Context: an optimization exercise on an open-source flow, tuned for small area, a short achievable clock period and few clock cycles per item. The choices shown serve that exercise and are no tape-out recipe.
Where RTL was checked, it was by simulation tests only, not by an equivalence proof against the original.
For run 1, only the layout was checked, not whether the RTL still works.
No activity file was given, so power comes from the tool's default toggle rates.

--- design/flow/run.sh ---
#!/bin/bash
# synth_recipe.tcl (not shown) runs the flow's synth.tcl, then flattens the netlist and writes it again
# the make line also repeats each setting of config.mk as NAME=value (left out here)
make -C /OpenROAD-flow-scripts/flow DESIGN_CONFIG=/design/flow/config.mk WORK_HOME=/design/flow/orfs CLKGATE_MAP_FILE= SYNTH_SCRIPT=/design/flow/synth_recipe.tcl finish
--- design/flow/config.mk ---
export PLATFORM = sky130hd
export DESIGN_NAME = angle_to_cursor_calibrated_mapper_top
export DESIGN_NICKNAME = angle_to_cursor_calibrated_mapper_top
export VERILOG_FILES = /design/flow/design.v
export SDC_FILE = /design/flow/constraint.sdc
export NUM_CORES = 4
export LEC_CHECK = 0
export ABC_AREA = 1
export CAP_MARGIN = 20
export CORE_MARGIN = 2
export CORE_UTILIZATION = 40
export SETUP_SLACK_MARGIN = 4.3
export SLEW_MARGIN = 20
export SYNTH_HIERARCHICAL = 1
--- design/flow/constraint.sdc ---
create_clock -name core_clock -period 7.5 [get_ports {clock}]
set_input_delay 1.5000 -clock core_clock [delete_from_list [all_inputs] [get_ports {clock}]]
set_output_delay 1.5000 -clock core_clock [all_outputs]
set_load 0.01 [all_outputs]
--- design/flow/design.v ---
`timescale 1ns / 1ps
package acm_pkg;
   localparam int SPAN_X_RESET = 1820;
   localparam int SPAN_Y_RESET = 980;
   localparam int MARGIN_RESET = 50;
   function automatic logic [24:0] div_step(input logic [24:0] w, input logic [8:0] d);
      logic [9:0] x, y, g, p, gg, pp, g2, p2, c, t;
      logic ge;
      x = w[24:15];
      y = ~{1'b0, d};
      g = x & y;
      p = x ^ y;
      gg = g;
      pp = p;
      for (int s = 1; s < 10; s = s * 2) begin
         g2 = gg;
         p2 = pp;
         for (int i = 0; i < 10; i++) begin
            if (i >= s) begin
               g2[i] = gg[i] | (pp[i] & gg[i-s]);
               p2[i] = pp[i] & pp[i-s];
            end
         end
         gg = g2;
         pp = p2;
      end
      c[0] = 1'b1;
      for (int i = 1; i < 10; i++) c[i] = gg[i-1] | pp[i-1];
      ge = gg[9] | pp[9];
      t  = p ^ c;
      if (ge) div_step = {t[8:0], w[14:0], 1'b1};
      else    div_step = {x[8:0], w[14:0], 1'b0};
   endfunction
   function automatic logic [45:0] csa(input logic [22:0] x, input logic [22:0] y,
                                       input logic [22:0] z);
      logic [22:0] s, c;
      s = x ^ y ^ z;
      c = ((x & y) | (x & z) | (y & z)) << 1;
      csa = {s, c};
   endfunction
   function automatic logic [45:0] mul_cs(input logic [13:0] span, input logic [8:0] mag);
      logic [22:0] r0, r1, r2, r3, r4, r5, r6, r7, r8;
      logic [22:0] a0, a1, a2, a3, a4, a5, b0, b1, b2, b3, c0, c1;
      r0 = mag[0] ? (23'(span) << 0) : 23'd0;
      r1 = mag[1] ? (23'(span) << 1) : 23'd0;
      r2 = mag[2] ? (23'(span) << 2) : 23'd0;
      r3 = mag[3] ? (23'(span) << 3) : 23'd0;
      r4 = mag[4] ? (23'(span) << 4) : 23'd0;
      r5 = mag[5] ? (23'(span) << 5) : 23'd0;
      r6 = mag[6] ? (23'(span) << 6) : 23'd0;
      r7 = mag[7] ? (23'(span) << 7) : 23'd0;
      r8 = mag[8] ? (23'(span) << 8) : 23'd0;
      {a0, a1} = csa(r0, r1, r2);
      {a2, a3} = csa(r3, r4, r5);
      {a4, a5} = csa(r6, r7, r8);
      {b0, b1} = csa(a0, a1, a2);
      {b2, b3} = csa(a3, a4, a5);
      {c0, c1} = csa(b0, b1, b2);
      mul_cs = csa(c0, c1, b3);
   endfunction
   function automatic logic [8:0] half_turn(input logic [8:0] v);
      if (v < 9'd180) half_turn = v + 9'd180;
      else            half_turn = v - 9'd180;
   endfunction
endpackage
`timescale 1ns / 1ps
module acm_front (
   input  logic        clock,
   input  logic        reset,
   input  logic        adv,
   input  logic        req_valid,
   input  logic [23:0] req_data,
   input  logic [2:0]  req_kind,
   output logic        o_v,
   output logic        o_pv,
   output logic        o_sx,
   output logic        o_sy,
   output logic [1:0]  o_la,
   output logic [1:0]  o_ra,
   output logic [8:0]  o_dx,
   output logic [8:0]  o_dy,
   output logic [8:0]  o_ex,
   output logic [8:0]  o_ey
);
   logic       v0_ff;
   logic       st0_ff, isa0_ff, isb0_ff, ism0_ff;    
   logic [8:0] y0_ff, p0_ff;
   logic       lb0_ff, rb0_ff;
   logic signed [10:0] lo0_ff, hi0_ff, lo1_ff, hi1_ff;
   logic signed [10:0] yq;
   logic               ylo;
   assign yq  = $signed({2'b00, req_data[8:0]});
   assign ylo = (req_data[8:0] < 9'd180);
   always_ff @(posedge clock) begin
      if (reset) v0_ff <= 1'b0;
      else if (adv) v0_ff <= req_valid;
      if (adv) begin
         lo0_ff <= yq - 11'sd181;
         hi0_ff <= yq + 11'sd181;
         lo1_ff <= ylo ? yq - 11'sd1 : yq - 11'sd361;
         hi1_ff <= ylo ? yq + 11'sd361 : yq + 11'sd1;
         st0_ff  <= (req_kind == 3'd0);
         isa0_ff <= (req_kind == 3'd1);
         isb0_ff <= (req_kind == 3'd2);
         ism0_ff <= (req_kind == 3'd3);
         y0_ff  <= req_data[8:0];
         p0_ff  <= req_data[17:9];
         lb0_ff <= req_data[18];
         rb0_ff <= req_data[19];
      end
   end
   logic [8:0] a_ff, b_ff, ap_ff, bp_ff;
   logic       ka_ff, kb_ff, sh_ff, pl_ff, pr_ff;
   logic       v1_ff, isa1_ff, isb1_ff, ism1_ff;
   logic [8:0] t1_ff, p1_ff;
   logic [1:0] la1_ff, ra1_ff;
   logic is_a, is_b, is_m, upd;
   logic [8:0] t, a_n, b_n;
   logic wrap;
   always_comb begin
      is_a = isa0_ff;
      is_b = isb0_ff;
      is_m = ism0_ff;
      upd  = adv && v0_ff;
   end
   acm_rec u_rec (
      .y      (y0_ff),
      .lo0    (lo0_ff),
      .hi0    (hi0_ff),
      .lo1    (lo1_ff),
      .hi1    (hi1_ff),
      .a      (a_ff),
      .b      (b_ff),
      .sh     (sh_ff),
      .is_a   (is_a),
      .is_b   (is_b),
      .ka     (ka_ff),
      .kb     (kb_ff),
      .t      (t),
      .a_n    (a_n),
      .b_n    (b_n),
      .wrap   (wrap)
   );
   always_ff @(posedge clock) begin
      if (reset) begin
         ka_ff <= 1'b0;
         kb_ff <= 1'b0;
         sh_ff <= 1'b0;
         pl_ff <= 1'b0;
         pr_ff <= 1'b0;
         v1_ff <= 1'b0;
      end else if (adv) begin
         v1_ff <= v0_ff;
         if (v0_ff) begin
            if (st0_ff) begin
               ka_ff <= 1'b0;
               kb_ff <= 1'b0;
               sh_ff <= 1'b0;
            end
            if (is_a) ka_ff <= 1'b1;
            if (is_b) kb_ff <= 1'b1;
            if (is_a || is_b) sh_ff <= wrap;
            if (is_m) begin
               pl_ff <= lb0_ff;
               pr_ff <= rb0_ff;
            end
         end
      end
      if (upd && (is_a || is_b)) begin
         a_ff <= a_n;
         b_ff <= b_n;
      end
      if (upd && is_a) ap_ff <= p0_ff;
      if (upd && is_b) bp_ff <= p0_ff;
      if (adv) begin
         isa1_ff <= is_a;
         isb1_ff <= is_b;
         ism1_ff <= is_m;
         t1_ff   <= t;
         p1_ff   <= p0_ff;
         la1_ff  <= is_m ? {!lb0_ff && pl_ff, lb0_ff && !pl_ff} : 2'd0;
         ra1_ff  <= is_m ? {!rb0_ff && pr_ff, rb0_ff && !pr_ff} : 2'd0;
      end
   end
   logic       v2_ff, pv2_ff, sx2_ff, sy2_ff;
   logic [1:0] la2_ff, ra2_ff;
   logic [8:0] dx2_ff, dy2_ff, ex2_ff, ey2_ff;
   logic       pv, sx, sy;
   logic [8:0] adx, ady, aex, aey;
   acm_delta u_delta (
      .a     (a_ff),
      .b     (b_ff),
      .ap    (ap_ff),
      .bp    (bp_ff),
      .t     (t1_ff),
      .p     (p1_ff),
      .is_a  (isa1_ff),
      .is_b  (isb1_ff),
      .calc  (isa1_ff || isb1_ff || ism1_ff),
      .known (ka_ff && kb_ff),
      .pv    (pv),
      .sx    (sx),
      .sy    (sy),
      .adx   (adx),
      .ady   (ady),
      .aex   (aex),
      .aey   (aey)
   );
   always_ff @(posedge clock) begin
      if (reset) v2_ff <= 1'b0;
      else if (adv) v2_ff <= v1_ff;
      if (adv) begin
         pv2_ff <= pv;
         sx2_ff <= sx;
         sy2_ff <= sy;
         la2_ff <= la1_ff;
         ra2_ff <= ra1_ff;
         dx2_ff <= adx;
         dy2_ff <= ady;
         ex2_ff <= aex;
         ey2_ff <= aey;
      end
   end
   assign o_v  = v2_ff;
   assign o_pv = pv2_ff;
   assign o_sx = sx2_ff;
   assign o_sy = sy2_ff;
   assign o_la = la2_ff;
   assign o_ra = ra2_ff;
   assign o_dx = dx2_ff;
   assign o_dy = dy2_ff;
   assign o_ex = ex2_ff;
   assign o_ey = ey2_ff;
endmodule
module acm_rec (
   input  logic [8:0]         y,
   input  logic signed [10:0] lo0,
   input  logic signed [10:0] hi0,
   input  logic signed [10:0] lo1,
   input  logic signed [10:0] hi1,
   input  logic [8:0]         a,
   input  logic [8:0]         b,
   input  logic               sh,
   input  logic               is_a,
   input  logic               is_b,
   input  logic               ka,
   input  logic               kb,
   output logic [8:0]         t,        
   output logic [8:0]         a_n,      
   output logic [8:0]         b_n,
   output logic               wrap
);
   logic [8:0] hy, hhy, ht, ha, hb;
   logic signed [10:0] as, bs;
   logic far_a, far_b;
   always_comb begin
      hy    = acm_pkg::half_turn(y);
      hhy   = (y >= 9'd360) ? y - 9'd360 : y;
      t     = sh ? hy : y;
      ht    = sh ? hhy : hy;
      ha    = acm_pkg::half_turn(a);
      hb    = acm_pkg::half_turn(b);
      as    = $signed({2'b00, a});
      bs    = $signed({2'b00, b});
      far_a = sh ? ((lo1 >= as) || (hi1 <= as)) : ((lo0 >= as) || (hi0 <= as));
      far_b = sh ? ((lo1 >= bs) || (hi1 <= bs)) : ((lo0 >= bs) || (hi0 <= bs));
      wrap  = is_a ? (far_b && kb) : (far_a && ka);
      if (is_a) begin
         a_n = wrap ? ht : t;
         b_n = wrap ? hb : b;
      end else begin
         a_n = wrap ? ha : a;
         b_n = wrap ? ht : t;
      end
   end
endmodule
module acm_delta (
   input  logic [8:0] a,
   input  logic [8:0] b,
   input  logic [8:0] ap,
   input  logic [8:0] bp,
   input  logic [8:0] t,
   input  logic [8:0] p,
   input  logic       is_a,
   input  logic       is_b,
   input  logic       calc,
   input  logic       known,
   output logic       pv,
   output logic       sx,
   output logic       sy,
   output logic [8:0] adx,
   output logic [8:0] ady,
   output logic [8:0] aex,
   output logic [8:0] aey
);
   logic [9:0] ex_p, ex_n, dx_p, dx_n, ey_p, ey_n, dy_p, dy_n;
   logic exneg, eyneg, dxneg, dyneg;
   always_comb begin
      ex_p = {1'b0, b} - {1'b0, a};
      ex_n = {1'b0, a} - {1'b0, b};
      dx_p = {1'b0, t} - {1'b0, a};
      dx_n = {1'b0, a} - {1'b0, t};
      ey_p = {bp[8], bp} - {ap[8], ap};
      ey_n = {ap[8], ap} - {bp[8], bp};
      dy_p = {p[8], p} - {ap[8], ap};
      dy_n = {ap[8], ap} - {p[8], p};
      exneg = ex_p[9];
      eyneg = ey_p[9];
      aex = exneg ? ex_n[8:0] : ex_p[8:0];
      aey = eyneg ? ey_n[8:0] : ey_p[8:0];
      if (is_a) begin
         dxneg = 1'b0;
         adx   = 9'd0;
      end else if (is_b) begin
         dxneg = exneg;
         adx   = aex;
      end else begin
         dxneg = dx_p[9];
         adx   = dx_p[9] ? dx_n[8:0] : dx_p[8:0];
      end
      dyneg = dy_p[9];
      ady   = dy_p[9] ? dy_n[8:0] : dy_p[8:0];
      pv = calc && known && (ex_p != 10'd0) && (ey_p != 10'd0);
      sx = dxneg ^ exneg;
      sy = dyneg ^ eyneg;
   end
endmodule
`timescale 1ns / 1ps
module acm_queue (
   input  logic        clock,
   input  logic        reset,
   input  logic        push,
   input  logic [36:0] push_rsp,
   input  logic        rsp_ready,
   output logic        rsp_valid,
   output logic [36:0] rsp,
   output logic        adv
);
   logic        hv_ff, sv_ff, adv_ff;
   logic [36:0] head_ff, skid_ff;
   logic        pop, load_head;
   logic [1:0]  cnt_next;
   assign pop       = hv_ff && rsp_ready;
   assign load_head = pop || !hv_ff;
   assign cnt_next  = 2'(hv_ff) + 2'(sv_ff) + 2'(push) - 2'(pop);
   always_ff @(posedge clock) begin
      if (reset) begin
         hv_ff  <= 1'b0;
         sv_ff  <= 1'b0;
         adv_ff <= 1'b1;
      end else begin
         hv_ff  <= load_head ? (sv_ff || push) : 1'b1;
         sv_ff  <= load_head ? (sv_ff && push) : (sv_ff || push);
         adv_ff <= (cnt_next <= 2'd1);
      end
      if (load_head) head_ff <= sv_ff ? skid_ff : push_rsp;
      if (push && (sv_ff || !load_head)) skid_ff <= push_rsp;
   end
   assign rsp_valid = hv_ff;
   assign rsp       = head_ff;
   assign adv       = adv_ff;
endmodule
`timescale 1ns / 1ps
module acm_back (
   input  logic        clock,
   input  logic        reset,
   input  logic        adv,
   input  logic        i_v,
   input  logic        i_pv,
   input  logic        i_sx,
   input  logic        i_sy,
   input  logic [1:0]  i_la,
   input  logic [1:0]  i_ra,
   input  logic [8:0]  i_dx,
   input  logic [8:0]  i_dy,
   input  logic [8:0]  i_ex,
   input  logic [8:0]  i_ey,
   input  logic [13:0] span_x,
   input  logic [13:0] span_y,
   input  logic [11:0] margin_x,
   input  logic [11:0] margin_y,
   output logic        o_v,
   output logic [36:0] o_rsp       
);
   localparam int NST = 8;
   logic        vc_ff, pvc_ff, sxc_ff, syc_ff;
   logic [1:0]  lac_ff, rac_ff;
   logic [22:0] sxs_ff, sxc2_ff, sys_ff, syc2_ff;
   logic [8:0]  exc_ff, eyc_ff;
   logic [45:0] mx_cs, my_cs;
   acm_mul u_mul_x (.span(span_x), .mag(i_dx), .cs(mx_cs));
   acm_mul u_mul_y (.span(span_y), .mag(i_dy), .cs(my_cs));
   always_ff @(posedge clock) begin
      if (reset) vc_ff <= 1'b0;
      else if (adv) vc_ff <= i_v;
      if (adv) begin
         pvc_ff <= i_pv;
         sxc_ff <= i_sx;
         syc_ff <= i_sy;
         lac_ff <= i_la;
         rac_ff <= i_ra;
         {sxs_ff, sxc2_ff} <= mx_cs;
         {sys_ff, syc2_ff} <= my_cs;
         exc_ff <= i_ex;
         eyc_ff <= i_ey;
      end
   end
   logic        vm_ff, pvm_ff, sxm_ff, sym_ff;
   logic [1:0]  lam_ff, ram_ff;
   logic [22:0] nxm_ff, nym_ff;
   logic [8:0]  exm_ff, eym_ff;
   logic [22:0] nx, ny;
   logic [8:0]  ex0, ey0;
   acm_cpa u_cpa_x (.s(sxs_ff), .c(sxc2_ff), .e(exc_ff), .n(nx), .e_out(ex0));
   acm_cpa u_cpa_y (.s(sys_ff), .c(syc2_ff), .e(eyc_ff), .n(ny), .e_out(ey0));
   always_ff @(posedge clock) begin
      if (reset) vm_ff <= 1'b0;
      else if (adv) vm_ff <= vc_ff;
      if (adv) begin
         pvm_ff <= pvc_ff;
         sxm_ff <= sxc_ff;
         sym_ff <= syc_ff;
         lam_ff <= lac_ff;
         ram_ff <= rac_ff;
         nxm_ff <= nx;
         nym_ff <= ny;
         exm_ff <= ex0;
         eym_ff <= ey0;
      end
   end
   logic        v_ff  [NST];
   logic        pv_ff [NST];
   logic        sx_ff [NST];
   logic        sy_ff [NST];
   logic [1:0]  la_ff [NST];
   logic [1:0]  ra_ff [NST];
   logic [24:0] wx_ff [NST];
   logic [24:0] wy_ff [NST];
   logic [8:0]  ex_ff [NST];
   logic [8:0]  ey_ff [NST];
   logic [24:0] wx_n [NST];
   logic [24:0] wy_n [NST];
   acm_div4 u_div_x0 (.w({2'b00, nxm_ff}), .d(exm_ff), .w_out(wx_n[0]));
   acm_div4 u_div_y0 (.w({2'b00, nym_ff}), .d(eym_ff), .w_out(wy_n[0]));
   always_ff @(posedge clock) begin
      if (reset) v_ff[0] <= 1'b0;
      else if (adv) v_ff[0] <= vm_ff;
      if (adv) begin
         pv_ff[0] <= pvm_ff;
         sx_ff[0] <= sxm_ff;
         sy_ff[0] <= sym_ff;
         la_ff[0] <= lam_ff;
         ra_ff[0] <= ram_ff;
         wx_ff[0] <= wx_n[0];
         wy_ff[0] <= wy_n[0];
         ex_ff[0] <= exm_ff;
         ey_ff[0] <= eym_ff;
      end
   end
   for (genvar s = 1; s < NST; s++) begin : g_div
      acm_div4 u_div_x (.w(wx_ff[s-1]), .d(ex_ff[s-1]), .w_out(wx_n[s]));
      acm_div4 u_div_y (.w(wy_ff[s-1]), .d(ey_ff[s-1]), .w_out(wy_n[s]));
      always_ff @(posedge clock) begin
         if (reset) v_ff[s] <= 1'b0;
         else if (adv) v_ff[s] <= v_ff[s-1];
         if (adv) begin
            pv_ff[s] <= pv_ff[s-1];
            sx_ff[s] <= sx_ff[s-1];
            sy_ff[s] <= sy_ff[s-1];
            la_ff[s] <= la_ff[s-1];
            ra_ff[s] <= ra_ff[s-1];
            wx_ff[s] <= wx_n[s];
            wy_ff[s] <= wy_n[s];
            ex_ff[s] <= ex_ff[s-1];
            ey_ff[s] <= ey_ff[s-1];
         end
      end
   end
   logic pv_l;
   logic [15:0] px, py;
   acm_place u_place_x (.q(wx_ff[NST-1][15:0]), .neg(sx_ff[NST-1]), .m(margin_x), .p(px));
   acm_place u_place_y (.q(wy_ff[NST-1][15:0]), .neg(sy_ff[NST-1]), .m(margin_y), .p(py));
   assign pv_l = pv_ff[NST-1];
   assign o_v  = v_ff[NST-1];
   assign o_rsp = {pv_l, ra_ff[NST-1], la_ff[NST-1], pv_l ? py : 16'd0, pv_l ? px : 16'd0};
endmodule
module acm_mul (
   input  logic [13:0] span,
   input  logic [8:0]  mag,
   output logic [45:0] cs
);
   assign cs = acm_pkg::mul_cs(span, mag);
endmodule
module acm_cpa (
   input  logic [22:0] s,
   input  logic [22:0] c,
   input  logic [8:0]  e,
   output logic [22:0] n,
   output logic [8:0]  e_out
);
   assign n     = s + c;
   assign e_out = ({2'b00, n[22:16]} >= e) ? 9'd0 : e;
endmodule
module acm_div4 (
   input  logic [24:0] w,
   input  logic [8:0]  d,
   output logic [24:0] w_out
);
   logic [11:0] x, nd1, nd2, cs_s, cs_c, u1, u2, u3;
   logic [8:0]  r;
   logic [1:0]  q;
   always_comb begin
      x    = {1'b0, w[24:14]};
      nd1  = ~{3'b000, d};
      nd2  = ~{2'b00, d, 1'b0};
      cs_s = x ^ nd1 ^ nd2;
      cs_c = {(x[10:0] & nd1[10:0]) | (x[10:0] & nd2[10:0]) | (nd1[10:0] & nd2[10:0]), 1'b0};
      u1   = x + nd1 + 12'd1;
      u2   = x + nd2 + 12'd1;
      u3   = cs_s + cs_c + 12'd2;
      if (!u3[11])      begin q = 2'd3; r = u3[8:0]; end
      else if (!u2[11]) begin q = 2'd2; r = u2[8:0]; end
      else if (!u1[11]) begin q = 2'd1; r = u1[8:0]; end
      else              begin q = 2'd0; r = x[8:0];  end
      w_out = {r, w[13:0], q};
   end
endmodule
module acm_place (
   input  logic [15:0] q,
   input  logic        neg,
   input  logic [11:0] m,
   output logic [15:0] p
);
   logic signed [17:0] s;
   always_comb begin
      s = $signed({6'd0, m}) + $signed({2'b00, q} ^ {18{neg}}) + $signed({17'd0, neg});
      if (!neg) p = (s > 18'sd32767)  ? 16'h7fff : s[15:0];
      else      p = (s < -18'sd32768) ? 16'h8000 : s[15:0];
   end
endmodule
`timescale 1ns / 1ps
module angle_to_cursor_calibrated_mapper_top (
   input  logic        clock,
   input  logic        reset,
   input  logic        req_tvalid,
   output logic        req_tready,
   input  logic [23:0] req_tdata,    
   input  logic [2:0]  req_tuser,    
   output logic        rsp_tvalid,
   input  logic        rsp_tready,
   output logic [39:0] rsp_tdata,    
   output logic [0:0]  rsp_tuser,    
   input  logic        csr_we,
   input  logic [1:0]  csr_index,
   input  logic [13:0] csr_wdata
);
   logic [13:0] span_x_ff, span_y_ff;
   logic [11:0] margin_x_ff, margin_y_ff;
   always_ff @(posedge clock) begin
      if (reset) begin
         span_x_ff   <= 14'(acm_pkg::SPAN_X_RESET);
         span_y_ff   <= 14'(acm_pkg::SPAN_Y_RESET);
         margin_x_ff <= 12'(acm_pkg::MARGIN_RESET);
         margin_y_ff <= 12'(acm_pkg::MARGIN_RESET);
      end else if (csr_we) begin
         case (csr_index)
            2'd0: span_x_ff   <= csr_wdata;
            2'd1: span_y_ff   <= csr_wdata;
            2'd2: margin_x_ff <= csr_wdata[11:0];
            default: margin_y_ff <= csr_wdata[11:0];
         endcase
      end
   end
   logic        adv;
   logic        f_v, f_pv, f_sx, f_sy;
   logic [1:0]  f_la, f_ra;
   logic [8:0]  f_dx, f_dy, f_ex, f_ey;
   logic        b_v;
   logic [36:0] b_rsp, q_rsp;
   acm_front u_front (
      .clock     (clock),
      .reset     (reset),
      .adv       (adv),
      .req_valid (req_tvalid),
      .req_data  (req_tdata),
      .req_kind  (req_tuser),
      .o_v       (f_v),
      .o_pv      (f_pv),
      .o_sx      (f_sx),
      .o_sy      (f_sy),
      .o_la      (f_la),
      .o_ra      (f_ra),
      .o_dx      (f_dx),
      .o_dy      (f_dy),
      .o_ex      (f_ex),
      .o_ey      (f_ey)
   );
   acm_back u_back (
      .clock    (clock),
      .reset    (reset),
      .adv      (adv),
      .i_v      (f_v),
      .i_pv     (f_pv),
      .i_sx     (f_sx),
      .i_sy     (f_sy),
      .i_la     (f_la),
      .i_ra     (f_ra),
      .i_dx     (f_dx),
      .i_dy     (f_dy),
      .i_ex     (f_ex),
      .i_ey     (f_ey),
      .span_x   (span_x_ff),
      .span_y   (span_y_ff),
      .margin_x (margin_x_ff),
      .margin_y (margin_y_ff),
      .o_v      (b_v),
      .o_rsp    (b_rsp)
   );
   acm_queue u_queue (
      .clock     (clock),
      .reset     (reset),
      .push      (adv && b_v),
      .push_rsp  (b_rsp),
      .rsp_ready (rsp_tready),
      .rsp_valid (rsp_tvalid),
      .rsp       (q_rsp),
      .adv       (adv)
   );
   assign req_tready = adv;
   assign rsp_tdata  = {4'b0000, q_rsp[35:0]};
   assign rsp_tuser  = q_rsp[36];
endmodule
==> results.yml, run 1 <==
outcome:
  status: "no timing/DRC/antenna violations"
logic_synthesis:
  synth_warnings: 37
  synth_area_sq_um: 87200
  netlist_instances: 10500
  syn_area_per_cell_sq_um: 8.32
global_route:
  antenna_found_initial: 7
  grt-ovfl-total: 0
  grtUsageTotal_pct: 17.5
  grt_max_degree: 192
  grt_pass1_vias: 63200
  grt_pass1_wl_mm: 320
floorplanning:
  die_w_um: 471
  die-area_sq_um: 222000
  fp.coreArea_sq_um: 217000
  start_util_pct: 40.2
  io_pins: 91
  dieHeight_um: 471
  num_rows: 171
layout:
  drive_gt1_share_pct: 8.27
  area_delta_synth_final_pct: 7.87
  final_util_pct: 43.4
  nFillCells: 21300
  nets: 11700
critical_path:
  startpoint_type: "flop"
  end_kind: "flop"
  r2r_cells: 6
  crit_type: "flop to flop"
  path_max_fanout: 10
  crit_arrival_ns: 3.64
  crit_required_ns: 8.04
timing:
  max_freq_ghz: 0.323
  maxSlewHeadroom_pct: 29.3
  whs_ns: 0.386
  setup_viol: 0
  rsz0062_at_grt: "yes"
  slew_violations: 0
  worstMarginPinSlew_ns: 1.06
  period_share_pct: 41.3
  clock_skew_ns: 0.0671
  hold_violations: 0
  fin_crit_ns: 3.10
routing:
  drc: 0
  ant_nets: 0
  routed_wl_mm: 193
  vias: 63400
  wl_per_cell_um: 14.4
  via_per_inst: 4.73
  first_pass_iters: 5
  drtIter0Drc: 3513
power_and_ir_drop:
  peakVddDrop_v: 0.000239
  power.density_nw_per_um2: 413
  p_leak_nw: 48.8
clock_network:
  numCtsBuffers: 121
  clockBufferDepth: 3
  numClockSinks: 1062
  clkTransAtPathRegs_ns: 0.07
  clockRootBuffer: "clkbuf_16"
  worstSkewPairLatency_ns: 0.80
  htree_levels: 3
  cts_tree: "yes"
min_path:
  holdCritPathClass: "flop to flop"
  hold_depth: 0
run:
  drv_cap: 0
placed_design:
  hpwlAfterDp_mm: 152
  port_buffers: 82
  gp_congestion: 0.870
sequential cells by signal, summed over array words and instances (netlist names), 23 cells and up:
register / count
u_back.ex_ff: 63
u_back.syc2_ff: 23
u_back.nym_ff: 23
u_back.wx_ff: 191
u_back.sxs_ff: 23
u_back.sys_ff: 23
u_back.sxc2_ff: 23
u_queue.skid_ff: 37
u_back.nxm_ff: 23
u_back.ey_ff: 63
u_back.wy_ff: 191
u_queue.head_ff: 37
what timing repair did:
item / 4_1_cts / 5_1_grt
cloned: 0 / 1
pin swaps: 0 / 6
endpoints found under the setup margin: 164 / 153
buffers inserted: 41 / 52
resized for setup: 58 / 67
hold buffers: 0 / 0
final timing paths:
path	slack, ns	endpoint	startpoint
max reg2reg	4.40	u_back.sxs_ff[11]	span_x_ff[10]
min reg2reg	0.39	u_back.sx_ff[1]	u_back.sx_ff[0]
max	4.40	u_back.sxs_ff[11]	span_x_ff[10]
min	0.39	u_back.sx_ff[1]	u_back.sx_ff[0]
layout by cell type (no fill, tap or decap), drive strengths merged, types with 17 or more instances in the layout:
cell type	count
clkdlybuf4s50	38
dfxtp	73
or2	20
clkbuf	136
nand2	3026
nor3	37
nand3b	44
nor2	827
buf	109
bufinv	17
a21o	27
o21bai	24
clkinvlp	18
nand4	168
xnor2	29
dlygate4sd2	33
clkinv	84
xor2	250
conb	32
nand3	696
o21ai	113
fa	354
ha	889
inv	2112
a21oi	340
edfxtp	989
where the power goes:
group | leakage, nW | switching, mW | internal, mW
sequential | 11.2 | 1.04 | 8.78
clock | 2.04 | 2.60 | 3.63
combinational | 35.5 | 14.1 | 8.66
layer usage:
layer	track usage, %	wire (um)	up-vias
li1	-	-	32600
met1	23.1	89700	29500
met4	4.12	4150	4
met2	30.2	92500	971
met5	0	32	-
met3	2.25	7020	273
through the flow:
stage | TNS [ns] | power, mW | setup slack (ns) | area [sq um] | cells
floorplan | -42.01 | 28.2 | -0.821 | 87300 | 10500
global placement | 0 | 31.9 | 2.78 | 88800 | 13100
global route | 0 | 43.2 | 4.27 | 94100 | 13400
detailed placement | 0 | 32.4 | 2.81 | 88800 | 13100
finish | 0 | 38.8 | 4.40 | 94100 | 13400
CTS | 0 | 39.0 | 4.15 | 93500 | 13300
area by class of cell:
type | instances | area [sq um] | share of cell area, %
tap | 2854 | 3570 | 3.80
clock buffer | 134 | 3130 | 3.32
inverter | 2136 | 8110 | 8.61
sequential | 1062 | 31200 | 33.1
antenna | 1 | 2.50 | 0.00266
clock inverter | 95 | 1150 | 1.22
multi-input combinational | 6918 | 45300 | 48.1
timing repair buffer | 190 | 1690 | 1.80
critical path, stage by stage, from the launching register on:
cell	delay (ns)
dfxtp_1	0.60
nand2_1	0.14
fa_1	0.50
fa_1	0.52
fa_1	0.57
inv_1	0.06
fa_1	0.48
==> run 2, diff against run 1 <==
--- a/design/flow/design.v
+++ b/design/flow/design.v
@@ -86,19 +86,10 @@
    logic       st0_ff, isa0_ff, isb0_ff, ism0_ff;    
    logic [8:0] y0_ff, p0_ff;
    logic       lb0_ff, rb0_ff;
-   logic signed [10:0] lo0_ff, hi0_ff, lo1_ff, hi1_ff;
-   logic signed [10:0] yq;
-   logic               ylo;
-   assign yq  = $signed({2'b00, req_data[8:0]});
-   assign ylo = (req_data[8:0] < 9'd180);
    always_ff @(posedge clock) begin
       if (reset) v0_ff <= 1'b0;
       else if (adv) v0_ff <= req_valid;
       if (adv) begin
-         lo0_ff <= yq - 11'sd181;
-         hi0_ff <= yq + 11'sd181;
-         lo1_ff <= ylo ? yq - 11'sd1 : yq - 11'sd361;
-         hi1_ff <= ylo ? yq + 11'sd361 : yq + 11'sd1;
          st0_ff  <= (req_kind == 3'd0);
          isa0_ff <= (req_kind == 3'd1);
          isb0_ff <= (req_kind == 3'd2);
@@ -125,10 +116,6 @@
    end
    acm_rec u_rec (
       .y      (y0_ff),
-      .lo0    (lo0_ff),
-      .hi0    (hi0_ff),
-      .lo1    (lo1_ff),
-      .hi1    (hi1_ff),
       .a      (a_ff),
       .b      (b_ff),
       .sh     (sh_ff),
@@ -233,26 +220,27 @@
    assign o_ey = ey2_ff;
 endmodule
 module acm_rec (
-   input  logic [8:0]         y,
-   input  logic signed [10:0] lo0,
-   input  logic signed [10:0] hi0,
-   input  logic signed [10:0] lo1,
-   input  logic signed [10:0] hi1,
-   input  logic [8:0]         a,
-   input  logic [8:0]         b,
-   input  logic               sh,
-   input  logic               is_a,
-   input  logic               is_b,
-   input  logic               ka,
-   input  logic               kb,
-   output logic [8:0]         t,        
-   output logic [8:0]         a_n,      
-   output logic [8:0]         b_n,
-   output logic               wrap
+   input  logic [8:0] y,
+   input  logic [8:0] a,
+   input  logic [8:0] b,
+   input  logic       sh,
+   input  logic       is_a,
+   input  logic       is_b,
+   input  logic       ka,
+   input  logic       kb,
+   output logic [8:0] t,        
+   output logic [8:0] a_n,      
+   output logic [8:0] b_n,
+   output logic       wrap
 );
    logic [8:0] hy, hhy, ht, ha, hb;
-   logic signed [10:0] as, bs;
-   logic far_a, far_b;
+   logic [9:0] da, db;
+   logic lo, far_a, far_b;
+   function automatic logic far_from(input logic [9:0] d, input logic lo, input logic sh);
+      if (!sh)     far_from = ($signed(d) > 10'sd180) || ($signed(d) < -10'sd180);
+      else if (lo) far_from = ($signed(d) > 10'sd0)   || ($signed(d) < -10'sd360);
+      else         far_from = ($signed(d) > 10'sd360) || ($signed(d) < 10'sd0);
+   endfunction
    always_comb begin
       hy    = acm_pkg::half_turn(y);
       hhy   = (y >= 9'd360) ? y - 9'd360 : y;
@@ -260,10 +248,11 @@
       ht    = sh ? hhy : hy;
       ha    = acm_pkg::half_turn(a);
       hb    = acm_pkg::half_turn(b);
-      as    = $signed({2'b00, a});
-      bs    = $signed({2'b00, b});
-      far_a = sh ? ((lo1 >= as) || (hi1 <= as)) : ((lo0 >= as) || (hi0 <= as));
-      far_b = sh ? ((lo1 >= bs) || (hi1 <= bs)) : ((lo0 >= bs) || (hi0 <= bs));
+      lo    = (y < 9'd180);
+      da    = {1'b0, y} - {1'b0, a};
+      db    = {1'b0, y} - {1'b0, b};
+      far_a = far_from(da, lo, sh);
+      far_b = far_from(db, lo, sh);
       wrap  = is_a ? (far_b && kb) : (far_a && ka);
       if (is_a) begin
          a_n = wrap ? ht : t;
==> results.yml, run 2 <==
critical_path:
  crit_top_cell: "fa_1"
  slowest_stage: "dfxtp_1"
  worst_path_largest_cell_delay_ns: 0.60
  crit_required_ns: 7.97
  cp-startpoint: "span_y_ff[5]"
  r2r_end: "u_back.sys_ff[8]"
  r2r_cells: 6
  r2r-start: "span_y_ff[5]"
  crit_path_end: "u_back.sys_ff[8]"
  end_kind: "flop"
  crit_chain: "nand2_1 > fa_1 > fa_1 > fa_1 > inv_1 > fa_1"
  startpoint_type: "flop"
  crit_arrival_ns: 3.61
  path_max_fanout: 10
  crit_type: "flop to flop"
  rrSetupSlack_ns: 4.36
outcome:
  status: "no timing/DRC/antenna violations"
clock_network:
  htree_levels: 3
  cts_tree: "yes"
  numClockSinks: 1027
  numCtsBuffers: 115
  worstSkewPairLatency_ns: 0.77
  clockRootBuffer: "clkbuf_16"
  cts_hold_buffers: 0
  clkTransAtPathRegs_ns: 0.07
  clockBufferDepth: 3
logic_synthesis:
  netlist_instances: 10300
  synth_warnings: 37
  synth_area_sq_um: 85200
  syn_area_per_cell_sq_um: 8.25
global_route:
  grtUsageTotal_pct: 17.1
  antenna_found_initial: 15
  grt_pass1_wl_mm: 307
  grt_max_degree: 189
  grt_pass1_vias: 61100
  grt-ovfl-total: 0
power_and_ir_drop:
  power_mw: 38.3
  p_leak_nw: 48.2
  switchingPower_mw: 17.7
  combinationalPowerShare_pct: 59.6
  seqPwrFrac_pct: 25.1
  power.density_nw_per_um2: 415
  clockPowerShare_pct: 15.4
  peakVddDrop_v: 0.000279
  p_sw_share_pct: 46.1
  p_int_mw: 20.7
layout:
  fin_cells: 13200
  largestRegisters: "u_back.wx_ff (191), u_back.wy_ff (191)"
  nets: 11500
  final_cell_mix: "nand2_1, inv_1, edfxtp_1"
  drive_gt1_share_pct: 9.01
  area_delta_synth_final_pct: 8.34
  final_common_cell: "nand2_1"
min_path:
  holdCritPathClass: "flop to flop"
floorplanning:
  io_pins: 91
  num_rows: 169
  fp.coreArea_sq_um: 212000
  die_w_um: 466
  die-area_sq_um: 217000
  start_util_pct: 40.2
  dieHeight_um: 466
placed_design:
  dp_cells: 12900
  gp_congestion: 0.904
  port_buffers: 82
  hpwlAfterDp_mm: 146
routing:
  ant_nets: 0
  vias: 62300
  wl_per_cell_um: 14.0
  via_per_inst: 4.70
  first_pass_iters: 6
  routed_wl_mm: 186
  drc: 0
  drtIter0Drc: 3534
timing:
  fin_tns_setup_ns: 0
  period_share_pct: 41.8
  worstMarginPinSlew_ns: 1.08
  hold_violations: 0
  fin_crit_ns: 3.14
  clock_skew_ns: 0.0396
  slew_violations: 0
  rsz0062_at_grt: "yes"
  max_freq_ghz: 0.319
  setup_viol: 0
  maxSlewHeadroom_pct: 28.0
run:
  drv_cap: 0
-- run 2: metrics by stage --
| stage | hold WS, ns | setup WS (ns) | instance area [sq um] | utilization [%] |
|---|---|---|---|---|
| 3_3_place_gp | 0.400 | 3.90 | 86800 | 41.0 |
| 2_1_floorplan | 0.400 | 0.0367 | 85300 | - |
| 3_5_place_dp | 0.405 | 3.85 | 86800 | 41.0 |
| 6_report | 0.387 | 4.36 | 92300 | 43.6 |
| 4_1_cts | 0.390 | 4.10 | 91300 | 43.1 |
| 5_1_grt | 0.398 | 4.26 | 92300 | 43.6 |
-- run 2: power groups by stage --
stage	combinational, mW	clock (mW)	sequential [mW]
floorplan	18.7	0	9.27
global placement	21.9	0	9.82
detailed placement	22.4	0	9.83
CTS	22.7	6.10	9.63
global route	26.6	6.31	9.77
finish	22.8	5.90	9.60
-- run 2: area by class of cell --
class	count	area, sq um
diodes	6	15.0
clock buffers	133	2960
clock inverters	85	1030
fillers	20900	120000
inverters	2160	8200
multi-input cells	6780	44300
flip-flops and latches	1027	30100
well taps	2821	3530
repair buffers	227	2100
-- run 2: worst max-delay path: cells and delay by family (launching register included) --
| kind | cells | cell delay [ns] |
|---|---|---|
| adder cells (fa/ha/maj) | 4 | 2.03 |
| buffers and inverters | 1 | 0.06 |
| flip-flops | 1 | 0.60 |
| AND/OR/NAND/NOR | 1 | 0.15 |
-- run 2: worst min-delay path by stage --
| stage | from | endpoint | cells past startpoint |
|---|---|---|---|
| floorplan | u_front.ex2_ff[0] | u_back.exc_ff[0] | 0 |
| global placement | u_back.rac_ff[0] | u_back.ram_ff[0] | 0 |
| detailed placement | u_front.ex2_ff[6] | u_back.exc_ff[6] | 0 |
| CTS | u_back.ra_ff[4][1] | u_back.ra_ff[5][1] | 0 |
| global route | u_back.la_ff[4][1] | u_back.la_ff[5][1] | 0 |
| finish | u_back.wx_ff[3][6] | u_back.wx_ff[4][8] | 0 |
-- run 2: layer usage --
| metal | GRT usage [%] | vias up | wire length, um |
|---|---|---|---|
| met1 | 23.1 | 29000 | 87400 |
| met2 | 28.8 | 976 | 87100 |
| met4 | 5.05 | 0 | 5130 |
| li1 | - | 32000 | - |
| met5 | 0 | - | 0 |
| met3 | 1.98 | 263 | 6450 |
-- run 2: repair_timing --
item                                    CTS  global route
pin swaps                                 3            16
endpoints found under the setup margin  176           141
gates resized for setup                  30           111
gates cloned                              0             2
setup buffers                            54            73
Testbench counts of run 2, summed over its fixed seeds: cycles 2,512, items 2,400.
==> run 3, diff against run 2 <==
--- a/design/flow/config.mk
+++ b/design/flow/config.mk
@@ -9,6 +9,7 @@
 export CAP_MARGIN = 20
 export CORE_MARGIN = 2
 export CORE_UTILIZATION = 40
-export SETUP_SLACK_MARGIN = 4.3
+export CTS_BUF_LIST = sky130_fd_sc_hd__clkbuf_8
+export SETUP_SLACK_MARGIN = 4.4
 export SLEW_MARGIN = 20
 export SYNTH_HIERARCHICAL = 1
==> results.yml, run 3 <==
timing:
  worstMarginPinSlew_ns: 1.09
  maxSlewHeadroom_pct: 27.5
  slew_violations: 0
  fin_crit_ns: 3.16
  hold_violations: 0
  period_share_pct: 42.1
  whs_ns: 0.389
  fin_tns_setup_ns: 0
  clock_skew_ns: 0.0648
  rsz0062_at_grt: "yes"
  max_freq_ghz: 0.317
  fin_ws_ns: 4.34
  setup_viol: 0
placed_design:
  hpwlAfterDp_mm: 146
  dp_cells: 12900
  gp_congestion: 0.904
  port_buffers: 82
  place_area_sq_um: 86800
  dp_worst_setup_slack_ns: 3.85
layout:
  fin_cells: 13500
  area_delta_synth_final_pct: 10.3
  final_util_pct: 44.4
  drive_gt1_share_pct: 13.2
  largestRegisters: "u_back.wx_ff (191), u_back.wy_ff (191)"
  fin_area_sq_um: 94000
  final_cell_mix: "nand2_1, inv_1, edfxtp_1"
  nets: 11700
  final_common_cell: "nand2_1"
global_route:
  antenna_found_initial: 13
  grtUsageTotal_pct: 17.3
  grt_pass1_vias: 61800
  grt_max_degree: 189
  grt-ovfl-total: 0
  grt_pass1_wl_mm: 310
power_and_ir_drop:
  p_leak_nw: 48.8
  peakVddDrop_v: 0.000296
  power_mw: 39.0
  power.density_nw_per_um2: 415
outcome:
  status: "no timing/DRC/antenna violations"
min_path:
  min_to: "u_back.la_ff[4][0]"
  hold_depth: 0
  holdCritPathClass: "flop to flop"
  min_from: "u_back.la_ff[3][0]"
critical_path:
  crit_chain: "buf_12 > buf_12 > nand2_2 > inv_2 > fa_1 > inv_1 > fa_1 > fa_1 > inv_1 > fa_1"
  r2r_end: "u_back.sxs_ff[9]"
  r2r_cells: 10
  startpoint_type: "flop"
  path_delay_family: "adder cells"
  rrSetupSlack_ns: 4.34
  crit_arrival_ns: 3.81
  crit_required_ns: 8.16
  worst_path_largest_cell_delay_ns: 0.52
  end_kind: "flop"
  slowest_stage: "fa_1"
  crit_type: "flop to flop"
  crit_top_cell: "fa_1"
  crit_buf_inv: 5
  r2r-start: "u_front.dx2_ff[6]"
  cp-startpoint: "u_front.dx2_ff[6]"
  path_max_fanout: 5
clock_network:
  clockRootBuffer: "clkbuf_8"
  numCtsBuffers: 182
  worstSkewPairLatency_ns: 0.92
  cts_hold_buffers: 0
  numClockSinks: 1027
  clkTransAtPathRegs_ns: 0.06
  cts_tree: "yes"
  htree_levels: 4
  clockBufferDepth: 3
routing:
  drc: 0
  drtIter0Drc: 3594
  ant_nets: 0
  routed_wl_mm: 191
  via_per_inst: 4.71
  first_pass_iters: 6
  vias: 63500
  wl_per_cell_um: 14.2
floorplanning:
  io_pins: 91
  die-area_sq_um: 217000
  fp.coreArea_sq_um: 212000
  dieHeight_um: 466
  die_w_um: 466
  start_util_pct: 40.2
  num_rows: 169
logic_synthesis:
  netlist_instances: 10300
  synth_area_sq_um: 85200
  synth_warnings: 37
  syn_area_per_cell_sq_um: 8.25
run:
  drv_cap: 0
==> run 3: timing repair <==
item,CTS,global route
cloned,0,18
pin swaps,7,136
buffers inserted,63,179
setup endpoints to repair,246,597
gates resized for setup,174,363
==> run 3: power by group <==
part | switching, mW | internal, mW | leakage (nW)
logic | 14.7 | 9.59 | 36.0
registers | 1.04 | 8.54 | 10.8
clock network | 2.46 | 2.67 | 1.97
==> run 3: worst reg2reg max path, cell delays in order (launching register included) <==
cell      delay, ns
edfxtp_1       0.50
buf_12         0.20
buf_12         0.13
nand2_2        0.05
inv_2          0.04
fa_1           0.47
inv_1          0.05
fa_1           0.47
fa_1           0.52
inv_1          0.05
fa_1           0.43
==> run 3: final cells by class <==
type                       count  area (sq um)
tap                         2821          3530
multi-input combinational   6791         45500
clock buffer                 187          2570
timing repair buffer         347          3060
antenna                        8          20.0
inverter                    2160          8200
sequential                  1027         30100
clock inverter               152          1010
fill                       20800        118000
==> run 3: layer usage <==
metal  global-route usage, %  wire length [um]  vias up
li1                        -                 -    32500
met1                    23.1             88900    29600
met2                    28.8             89400     1078
met3                    2.40              7430      293
met4                    5.37              5410        4
met5                       0                46        -
==> run 3: worst max-delay path by stage <==
stage / end / slack [ns] / depth (start not counted)
2_1_floorplan: u_queue.skid_ff[0] / 0.04 / 4
3_3_place_gp: span_y_ff[5] / 3.90 / 5
3_5_place_dp: span_y_ff[12] / 3.85 / 5
4_1_cts: rsp_tdata[20] / 4.23 / 1
5_1_grt: u_back.sxs_ff[9] / 4.25 / 10
6_report: u_back.sxs_ff[9] / 4.34 / 10
==> run 4, diff against run 3 <==
--- a/design/flow/config.mk
+++ b/design/flow/config.mk
@@ -10,6 +10,6 @@
 export CORE_MARGIN = 2
 export CORE_UTILIZATION = 40
 export CTS_BUF_LIST = sky130_fd_sc_hd__clkbuf_8
-export SETUP_SLACK_MARGIN = 4.4
+export SETUP_SLACK_MARGIN = 4.3
 export SLEW_MARGIN = 20
 export SYNTH_HIERARCHICAL = 1
==> results.yml, run 4 <==
global_route:
  grt_use_met1_pct: 23.1
  busiest_layer: "met2"
  grt_pass1_vias: 61700
  met3_usage_pct: 2.42
  grt_use_met2_pct: 28.8
  grtUsageTotal_pct: 17.2
  grt-ovfl-total: 0
  grt_pass1_wl_mm: 309
  grt_max_degree: 189
  antenna_found_initial: 13
routing:
  drc: 0
  via_per_inst: 4.70
  vias: 62800
  wl_per_cell_um: 14.0
  routed_wl_mm: 187
  first_pass_iters: 6
  drtIter0Drc: 3333
  ant_nets: 0
power_and_ir_drop:
  switchingPower_mw: 17.7
  combinationalPowerShare_pct: 60.8
  peakVddDrop_v: 0.000242
  power.density_nw_per_um2: 409
  clockPowerShare_pct: 13.6
  p_leak_nw: 48.1
  seqPwrFrac_pct: 25.6
  p_int_mw: 19.9
  p_sw_share_pct: 47.0
critical_path:
  worst_path_largest_cell_delay_ns: 0.53
  crit_required_ns: 6.00
  crit_chain: "buf_6"
  crit_arrival_ns: 1.63
  path_depth: 1
  r2r_cells: 6
  crit_type: "flop to output port"
  slowest_stage: "edfxtp_1"
  path_max_fanout: 1
  startpoint_type: "flop"
  crit_buf_inv: 1
  path_delay_family: "flip-flops"
  end_kind: "output port"
  rrSetupSlack_ns: 4.37
layout:
  final_cell_mix: "nand2_1, inv_1, edfxtp_1"
  final_common_cell: "nand2_1"
  drive_gt1_share_pct: 9.84
  nets: 11600
  area_delta_synth_final_pct: 7.82
  final_util_pct: 43.4
  largestRegisters: "u_back.wx_ff (191), u_back.wy_ff (191)"
outcome:
  status: "no timing/DRC/antenna violations"
logic_synthesis:
  synth_area_sq_um: 85200
  syn_area_per_cell_sq_um: 8.25
  synth_warnings: 37
  netlist_instances: 10300
timing:
  slew_violations: 0
  fin_crit_ns: 3.13
  period_share_pct: 41.8
  maxSlewHeadroom_pct: 24.6
  max_freq_ghz: 0.319
  setup_viol: 0
  hold_violations: 0
  worstMarginPinSlew_ns: 1.13
  fin_tns_setup_ns: 0
  clock_skew_ns: 0.0649
  rsz0062_at_grt: "yes"
floorplanning:
  fp.coreArea_sq_um: 212000
  num_rows: 169
  io_pins: 91
  die-area_sq_um: 217000
  die_w_um: 466
  dieHeight_um: 466
  start_util_pct: 40.2
clock_network:
  numClockSinks: 1027
  clkTransAtPathRegs_ns: 0.06
  clockBufferDepth: 3
  numCtsBuffers: 182
  htree_levels: 4
  cts_hold_buffers: 0
  cts_tree: "yes"
  clockRootBuffer: "clkbuf_8"
  worstSkewPairLatency_ns: 0.92
placed_design:
  gp_congestion: 0.904
  port_buffers: 82
  hpwlAfterDp_mm: 146
run:
  drv_cap: 0
min_path:
  holdCritPathClass: "flop to flop"
  hold_depth: 0
-- run 4: worst paths after layout --
check                       endpoint                start
setup reg to reg    u_back.sys_ff[8]         span_y_ff[5]
setup / recovery       rsp_tdata[21]  u_queue.head_ff[21]
hold / removal    u_back.la_ff[4][0]   u_back.la_ff[3][0]
hold reg to reg   u_back.la_ff[4][0]   u_back.la_ff[3][0]
-- run 4: final cells by class --
type | count | area [sq um]
diodes | 9 | 22.5
fillers | 21000 | 120000
inverters | 2160 | 8200
flip-flops and latches | 1027 | 30100
repair buffers | 226 | 2070
multi-input cells | 6780 | 44300
clock inverters | 152 | 1010
clock buffers | 187 | 2570
well taps | 2821 | 3530
-- run 4: power groups by stage --
| stage | registers (mW) | clock network, mW | logic, mW |
|---|---|---|---|
| CTS | 9.65 | 5.33 | 22.7 |
| finish | 9.60 | 5.12 | 22.8 |
| detailed placement | 9.83 | 0 | 22.4 |
| floorplan | 9.27 | 0 | 18.7 |
| global route | 9.77 | 5.58 | 26.6 |
| global placement | 9.82 | 0 | 21.9 |
-- run 4: routing by layer --
| metal | wire length, um | part of all wire [%] |
|---|---|---|
| met2 | 87400 | 47 |
| met3 | 7170 | 3.8 |
| met5 | 0 | 0 |
| met4 | 5060 | 2.7 |
| met1 | 87800 | 47 |
-- run 4: per-stage QoR --
stage	power (mW)	hold slack, ns	setup slack [ns]	instances	area, sq um
6_report	37.6	0.392	4.37	13400	91900
5_1_grt	41.9	0.400	4.25	13400	91900
4_1_cts	37.7	0.379	4.22	13300	90700
3_5_place_dp	32.2	0.405	3.85	12900	86800
3_3_place_gp	31.7	0.400	3.90	12900	86800
2_1_floorplan	27.9	0.400	0.0367	10400	85300
-- run 4: repair_timing --
action / CTS / global route
setup endpoints to repair: 177 / 434
resized for setup: 107 / 118
pin swaps: 4 / 13
buffers inserted: 47 / 78
cloned: 0 / 3
==> run 5, diff against run 4 <==
--- a/design/flow/config.mk
+++ b/design/flow/config.mk
@@ -8,8 +8,9 @@
 export ABC_AREA = 1
 export CAP_MARGIN = 20
 export CORE_MARGIN = 2
-export CORE_UTILIZATION = 40
+export CORE_UTILIZATION = 60
 export CTS_BUF_LIST = sky130_fd_sc_hd__clkbuf_8
+export PLACE_DENSITY = 0.72
 export SETUP_SLACK_MARGIN = 4.3
 export SLEW_MARGIN = 20
 export SYNTH_HIERARCHICAL = 1
==> results.yml, run 5 <==
outcome:
  status: "no timing/DRC/antenna violations"
clock_network:
  clockRootBuffer: "clkbuf_8"
  worstSkewPairLatency_ns: 0.92
  numClockSinks: 1027
  clkTransAtPathRegs_ns: 0.06
  numCtsBuffers: 174
  cts_tree: "yes"
  clockBufferDepth: 3
  htree_levels: 4
logic_synthesis:
  netlist_instances: 10300
  synth_warnings: 37
  syn_area_per_cell_sq_um: 8.25
  synth_area_sq_um: 85200
routing:
  ant_nets: 0
  drc: 0
  via_per_inst: 5.10
  routed_wl_mm: 185
  vias: 63200
  first_pass_iters: 7
  wl_per_cell_um: 14.9
  drtIter0Drc: 4371
layout:
  final_cell_mix: "nand2_1, inv_1, edfxtp_1"
  drive_gt1_share_pct: 9.17
  nets: 11600
  fin_cells: 12400
  area_delta_synth_final_pct: 6.14
  final_common_cell: "nand2_1"
  largestRegisters: "u_back.wx_ff (191), u_back.wy_ff (191)"
global_route:
  grt_pass1_wl_mm: 301
  grt-ovfl-total: 0
  grtUsageTotal_pct: 25.4
  busiest_layer: "met2"
  grt_use_met1_pct: 34.4
  antenna_found_initial: 10
  grt_pass1_vias: 61000
  met3_usage_pct: 3.22
  grt_max_degree: 186
  grt_use_met2_pct: 42.5
timing:
  rsz0062_at_grt: "no"
  max_freq_ghz: 0.322
  maxSlewHeadroom_pct: 31.5
  hold_violations: 0
  whs_ns: 0.379
  fin_crit_ns: 3.10
  slew_violations: 0
  setup_viol: 0
  clock_skew_ns: 0.0608
  period_share_pct: 41.4
  worstMarginPinSlew_ns: 1.03
  fin_tns_setup_ns: 0
placed_design:
  dp_cells: 12000
  port_buffers: 82
  gp_congestion: 0.925
  hpwlAfterDp_mm: 143
floorplanning:
  fp.coreArea_sq_um: 141000
  io_pins: 91
  die_w_um: 381
  start_util_pct: 60.3
  dieHeight_um: 381
  num_rows: 138
  die-area_sq_um: 145000
critical_path:
  end_kind: "flop"
  crit_type: "flop to flop"
  crit_required_ns: 8.12
  startpoint_type: "flop"
  path_max_fanout: 10
  crit_arrival_ns: 3.73
power_and_ir_drop:
  p_leak_nw: 48.1
  peakVddDrop_v: 0.000248
  power.density_nw_per_um2: 418
min_path:
  holdCritPathClass: "flop to flop"
run:
  drv_cap: 0
## run 5: metrics by stage
stage               power (mW)  util (%)  setup slack, ns  area (sq um)
global placement          31.6      60.6             4.01         85600
floorplan                 27.9         -           0.0367         85300
finish                    37.8      64.0             4.40         90400
CTS                       37.7      63.4             4.30         89500
detailed placement        32.3      60.6             3.95         85600
global route              41.9      64.0             4.26         90400
## run 5: power breakdown
| part | leakage (nW) | internal (mW) | switching (mW) | total (mW) |
|---|---|---|---|---|
| clock network | 1.98 | 2.83 | 2.36 | 5.19 |
| registers | 10.8 | 8.54 | 1.09 | 9.64 |
| logic | 35.3 | 8.67 | 14.3 | 22.9 |
## run 5: cell type report
cell class | count | area (sq um)
clock buffer | 184 | 2530
antenna | 4 | 10.0
timing repair buffer | 214 | 1900
multi-input combinational | 6784 | 44300
inverter | 2160 | 8200
sequential | 1027 | 30100
fill | 12200 | 50800
tap | 1890 | 2360
clock inverter | 139 | 1030
## run 5: what timing repair did
| action | in CTS | in global routing |
|---|---|---|
| resized for setup | 53 | 82 |
| hold buffers | 0 | 0 |
| setup endpoints to repair | 144 | 137 |
| cloned | 1 | 4 |
| pin swaps | 1 | 12 |
| buffers inserted | 28 | 86 |
## run 5: routing by layer
metal,up-vias,routed length (um)
li1,32200,-
met1,29400,83900
met2,1358,87300
met3,282,8760
met4,0,4750
met5,-,0
## run 5: path summary, 6_finish.rpt
kind / start / end / slack [ns] / depth (start not counted)
worst max-delay path: span_x_ff[5] / u_back.sxs_ff[8] / 4.40 / 6
worst min-delay path: u_back.wy_ff[3][10] / u_back.wy_ff[4][12] / 0.38 / 0
worst max register to register: span_x_ff[5] / u_back.sxs_ff[8] / 4.40 / 6
worst min register to register: u_back.wy_ff[3][10] / u_back.wy_ff[4][12] / 0.38 / 0
## run 5: critical path, stage by stage, from the launching register on
cell and delay, ns:
dfxtp_1 0.59, nand2_1 0.16, fa_1 0.58, fa_1 0.44, fa_1 0.54, inv_1 0.05
fa_1 0.46
==> run 6, diff against run 5 <==
--- a/design/flow/design.v
+++ b/design/flow/design.v
@@ -3,34 +3,6 @@
    localparam int SPAN_X_RESET = 1820;
    localparam int SPAN_Y_RESET = 980;
    localparam int MARGIN_RESET = 50;
-   function automatic logic [24:0] div_step(input logic [24:0] w, input logic [8:0] d);
-      logic [9:0] x, y, g, p, gg, pp, g2, p2, c, t;
-      logic ge;
-      x = w[24:15];
-      y = ~{1'b0, d};
-      g = x & y;
-      p = x ^ y;
-      gg = g;
-      pp = p;
-      for (int s = 1; s < 10; s = s * 2) begin
-         g2 = gg;
-         p2 = pp;
-         for (int i = 0; i < 10; i++) begin
-            if (i >= s) begin
-               g2[i] = gg[i] | (pp[i] & gg[i-s]);
-               p2[i] = pp[i] & pp[i-s];
-            end
-         end
-         gg = g2;
-         pp = p2;
-      end
-      c[0] = 1'b1;
-      for (int i = 1; i < 10; i++) c[i] = gg[i-1] | pp[i-1];
-      ge = gg[9] | pp[9];
-      t  = p ^ c;
-      if (ge) div_step = {t[8:0], w[14:0], 1'b1};
-      else    div_step = {x[8:0], w[14:0], 1'b0};
-   endfunction
    function automatic logic [45:0] csa(input logic [22:0] x, input logic [22:0] y,
                                        input logic [22:0] z);
       logic [22:0] s, c;
==> results.yml, run 6 <==
outcome:
  status: "no timing/DRC/antenna violations"
clock_network:
  worstSkewPairLatency_ns: 0.92
  htree_levels: 4
  clkTransAtPathRegs_ns: 0.06
  numClockSinks: 1027
  clockBufferDepth: 3
  numCtsBuffers: 174
  cts_tree: "yes"
  clockRootBuffer: "clkbuf_8"
timing:
  clock_skew_ns: 0.0608
  maxSlewHeadroom_pct: 31.5
  fin_tns_setup_ns: 0
  rsz0062_at_grt: "no"
  setup_viol: 0
  max_freq_ghz: 0.322
  slew_violations: 0
  hold_violations: 0
  fin_crit_ns: 3.10
  period_share_pct: 41.4
  worstMarginPinSlew_ns: 1.03
layout:
  largestRegisters: "u_back.wx_ff (191), u_back.wy_ff (191)"
  fin_cells: 12400
  area_delta_synth_final_pct: 6.14
  nets: 11600
  drive_gt1_share_pct: 9.17
  final_cell_mix: "nand2_1, inv_1, edfxtp_1"
  final_util_pct: 64.0
  final_common_cell: "nand2_1"
placed_design:
  dp_cells: 12000
  port_buffers: 82
  gp_congestion: 0.925
  hpwlAfterDp_mm: 143
global_route:
  antenna_found_initial: 10
  grt_max_degree: 186
  grt_pass1_wl_mm: 301
  grtUsageTotal_pct: 25.4
  grt_pass1_vias: 61000
  grt-ovfl-total: 0
power_and_ir_drop:
  p_leak_nw: 48.1
  peakVddDrop_v: 0.000248
  power.density_nw_per_um2: 418
routing:
  first_pass_iters: 7
  vias: 63200
  routed_wl_mm: 185
  drtIter0Drc: 4371
  ant_nets: 0
  via_per_inst: 5.10
  drc: 0
  wl_per_cell_um: 14.9
critical_path:
  startpoint_type: "flop"
  path_delay_family: "adder cells"
  crit_arrival_ns: 3.73
  worst_path_largest_cell_delay_ns: 0.59
  crit_required_ns: 8.12
  path_max_fanout: 10
  end_kind: "flop"
  crit_top_cell: "fa_1"
  crit_buf_inv: 1
  crit_chain: "nand2_1 > fa_1 > fa_1 > fa_1 > inv_1 > fa_1"
  slowest_stage: "dfxtp_1"
  crit_type: "flop to flop"
floorplanning:
  dieHeight_um: 381
  start_util_pct: 60.3
  io_pins: 91
  num_rows: 138
  fp.coreArea_sq_um: 141000
  die-area_sq_um: 145000
  die_w_um: 381
logic_synthesis:
  netlist_instances: 10300
  synth_warnings: 37
  syn_area_per_cell_sq_um: 8.25
  synth_area_sq_um: 85200
min_path:
  holdCritPathClass: "flop to flop"
run:
  drv_cap: 0
## run 6: area by class of cell
type,instances,area (sq um)
clock buffer,184,2530
inverter,2160,8200
multi-input combinational,6784,44300
sequential,1027,30100
antenna,4,10.0
fill,12200,50800
timing repair buffer,214,1900
tap,1890,2360
clock inverter,139,1030
## run 6: worst paths after layout
path	slack [ns]	to	cells after the start	startpoint
max	4.40	u_back.sxs_ff[8]	6	span_x_ff[5]
min	0.38	u_back.wy_ff[4][12]	0	u_back.wy_ff[3][10]
max reg2reg	4.40	u_back.sxs_ff[8]	6	span_x_ff[5]
min reg2reg	0.38	u_back.wy_ff[4][12]	0	u_back.wy_ff[3][10]
## run 6: timing repair
item                                    CTS  global route
setup buffers                            28            86
endpoints found under the setup margin  144           137
hold buffers                              0             0
gates cloned                              1             4
pin swaps                                 1            12
gates resized for setup                  53            82
## run 6: through the flow
stage	setup WS, ns	instance area [sq um]	hold slack [ns]	power, mW
after floorplan	0.0367	85300	0.400	27.9
after global placement	4.01	85600	0.400	31.6
after detailed placement	3.95	85600	0.405	32.3
after CTS	4.30	89500	0.383	37.7
after global routing	4.26	90400	0.402	41.9
final	4.40	90400	0.379	37.8
## run 6: where the power goes
part | internal (mW) | total [mW] | switching, mW
combinational | 8.67 | 22.9 | 14.3
sequential | 8.54 | 9.64 | 1.09
clock | 2.83 | 5.19 | 2.36
## run 6: worst register-to-register path: stages (launching register included)
cell	delay [ns]
dfxtp_1	0.59
nand2_1	0.17
fa_1	0.58
fa_1	0.44
fa_1	0.54
inv_1	0.05
fa_1	0.46
## run 6: per-layer routing
| layer | global-route usage [%] | part of all wire [%] | vias up | routed length, um |
|---|---|---|---|---|
| met1 | 34.4 | 45 | 29400 | 83900 |
| met2 | 42.5 | 47 | 1358 | 87300 |
| li1 | - | - | 32200 | - |
| met3 | 3.22 | 4.7 | 282 | 8760 |
| met5 | 0 | 0 | - | 0 |
| met4 | 7.80 | 2.6 | 0 | 4750 |
Testbench counts of run 6, summed over its fixed seeds: cycles 2,512, items 2,400.
==> run 7, diff against run 6 <==
--- a/design/flow/config.mk
+++ b/design/flow/config.mk
@@ -10,7 +10,7 @@
 export CORE_MARGIN = 2
 export CORE_UTILIZATION = 60
 export CTS_BUF_LIST = sky130_fd_sc_hd__clkbuf_8
-export PLACE_DENSITY = 0.72
+export PLACE_DENSITY = 0.8
 export SETUP_SLACK_MARGIN = 4.3
 export SLEW_MARGIN = 20
 export SYNTH_HIERARCHICAL = 1
==> results.yml, run 7 <==
clock_network:
  htree_levels: 4
  cts_tree: "yes"
  clockBufferDepth: 3
  clkTransAtPathRegs_ns: 0.07
  numClockSinks: 1027
  worstSkewPairLatency_ns: 0.89
  cts_hold_buffers: 0
  clockRootBuffer: "clkbuf_8"
  numCtsBuffers: 173
timing:
  period_share_pct: 41.8
  clock_skew_ns: 0.0493
  whs_ns: 0.407
  max_freq_ghz: 0.319
  hold_violations: 0
  worstMarginPinSlew_ns: 1.05
  maxSlewHeadroom_pct: 30.3
  rsz0062_at_grt: "yes"
  setup_viol: 0
  fin_crit_ns: 3.14
  slew_violations: 0
  fin_ws_ns: 4.36
  fin_tns_setup_ns: 0
layout:
  drive_gt1_share_pct: 9.01
  final_cell_mix: "nand2_1, inv_1, edfxtp_1"
  final_util_pct: 63.9
  fin_area_sq_um: 90200
  nets: 11600
  fin_cells: 12400
  final_common_cell: "nand2_1"
  largestRegisters: "u_back.wx_ff (191), u_back.wy_ff (191)"
  area_delta_synth_final_pct: 5.88
global_route:
  grt_pass1_wl_mm: 299
  grt_max_degree: 215
  grt-ovfl-total: 0
  grt_pass1_vias: 62700
  antenna_found_initial: 2
  grtUsageTotal_pct: 24.9
routing:
  routed_wl_mm: 182
  drtIter0Drc: 4365
  ant_nets: 0
  vias: 63900
  wl_per_cell_um: 14.7
  first_pass_iters: 7
  drc: 0
  via_per_inst: 5.15
power_and_ir_drop:
  p_leak_nw: 48.1
  combinationalPowerShare_pct: 61.3
  clockPowerShare_pct: 13.2
  switchingPower_mw: 17.8
  peakVddDrop_v: 0.000320
  power_mw: 37.6
  p_sw_share_pct: 47.2
  seqPwrFrac_pct: 25.4
  power.density_nw_per_um2: 417
  p_int_mw: 19.8
run:
  drv_cap: 0
floorplanning:
  die_w_um: 381
  io_pins: 91
  fp.coreArea_sq_um: 141000
  die-area_sq_um: 145000
  num_rows: 138
  dieHeight_um: 381
  start_util_pct: 60.3
placed_design:
  dp_cells: 12000
  port_buffers: 82
  dp_worst_setup_slack_ns: 3.87
  place_area_sq_um: 85600
  gp_congestion: 0.947
  hpwlAfterDp_mm: 141
critical_path:
  path_max_fanout: 14
  startpoint_type: "flop"
  crit_required_ns: 8.11
  worst_path_largest_cell_delay_ns: 0.62
  slowest_stage: "edfxtp_1"
  crit_path_end: "u_back.sxs_ff[12]"
  r2r-start: "u_front.dx2_ff[8]"
  cp-startpoint: "u_front.dx2_ff[8]"
  crit_type: "flop to flop"
  rrSetupSlack_ns: 4.36
  crit_arrival_ns: 3.75
  end_kind: "flop"
  r2r_cells: 8
  crit_chain: "nand2_1 > inv_1 > fa_1 > inv_1 > fa_1 > fa_1 > inv_1 > fa_1"
  crit_top_cell: "fa_1"
  r2r_end: "u_back.sxs_ff[12]"
logic_synthesis:
  synth_area_sq_um: 85200
  netlist_instances: 10300
  syn_area_per_cell_sq_um: 8.25
  synth_warnings: 37
outcome:
  status: "no timing/DRC/antenna violations"
min_path:
  holdCritPathClass: "flop to flop"
  min_from: "u_back.wy_ff[1][3]"
==> run 7: cell type report <==
class	instances	area, sq um
multi-input combinational	6779	44100
sequential	1027	30100
antenna	2	5.00
tap	1890	2360
fill	11800	51000
clock buffer	183	2520
inverter	2160	8200
clock inverter	140	926
timing repair buffer	213	1930
==> run 7: critical path, delay by kind of cell (launching register included) <==
| kind | cells | cell delay [ns] |
|---|---|---|
| adders and majority gates | 4 | 1.94 |
| and+or+nand+nor | 1 | 0.16 |
| buffers and inverters | 3 | 0.17 |
| DFF | 1 | 0.62 |
==> run 7: how the worst min path moves through the flow <==
stage	endpoint	depth (start not counted)
3_5_place_dp	u_back.la_ff[3][1]	0
5_1_grt	u_back.wy_ff[6][7]	0
3_3_place_gp	u_back.la_ff[1][0]	0
6_report	u_back.wy_ff[2][5]	0
2_1_floorplan	u_back.exc_ff[0]	0
4_1_cts	u_back.wy_ff[0][6]	0
==> run 7: routing by layer <==
layer | global-route usage, % | up-vias | share of wire [%]
li1 | - | 32200 | -
met1 | 32.5 | 29800 | 43
met2 | 42.6 | 1506 | 49
met3 | 3.21 | 347 | 5.0
met4 | 9.00 | 2 | 3.1
met5 | 0 | - | 0.0088
==> run 7: power by group through the flow <==
stage	combinational (mW)	clock [mW]	sequential (mW)
floorplan	18.7	0	9.27
finish	23.1	4.98	9.57
CTS	22.7	5.12	9.62
detailed placement	22.4	0	9.78
global route	26.5	5.36	9.73
global placement	21.5	0	9.75
==> run 7: repair_timing <==
item,4_1_cts,5_1_grt
setup endpoints to repair,139,122
setup buffers,38,78
gates resized for setup,43,60
pin swaps,1,7

-- what the ideal ports hide --
Ports are ideal in the flow. The routed layouts listed here were re-timed in OpenROAD.
Step 1, drivers: a clkbuf_16 drives clock and a buf_2 each remaining input, both assumed.
Step 2 moves the port delays by t, midway between the first and last clock arrival at a register: inputs arrive t later, outputs are due t later. That takes back most of the time a late clock gives input paths.
Slacks: no drivers / after step 1 / after step 2; pairs: no drivers / after step 1.
run | t (ns) | slack for setup (ns) | worst hold slack (ns) | worst setup path after step 2 | worst slew at a driven data input, ns
run 1 | 0.845 | 4.400 / 4.348 / 3.596 | 0.386 / 0.386 / 0.386 | input to register | 0.16
run 2 | 0.826 | 4.362 / 4.308 / 3.712 | 0.387 / 0.387 / 0.387 | input to register | 0.16
run 3 | 0.981 | 4.342 / 4.276 / 3.720 | 0.389 / 0.389 / 0.389 | input to register | 0.16
run 4 | 0.965 | 4.366 / 4.292 / 3.726 | 0.392 / 0.392 / 0.392 | input to register | 0.16
run 5 | 0.963 | 4.397 / 4.340 / 3.842 | 0.379 / 0.379 / 0.379 | input to register | 0.16
run 6 | 0.963 | 4.397 / 4.340 / 3.842 | 0.379 / 0.379 / 0.379 | input to register | 0.16
run 7 | 0.940 | 4.364 / 4.342 / 3.757 | 0.407 / 0.407 / 0.407 | input to register | 0.08
After both steps setup and hold are still met in every run listed. The setup slack of run 1, which loses most, moves by -0.052 ns with the drivers and by -0.804 ns with both steps.
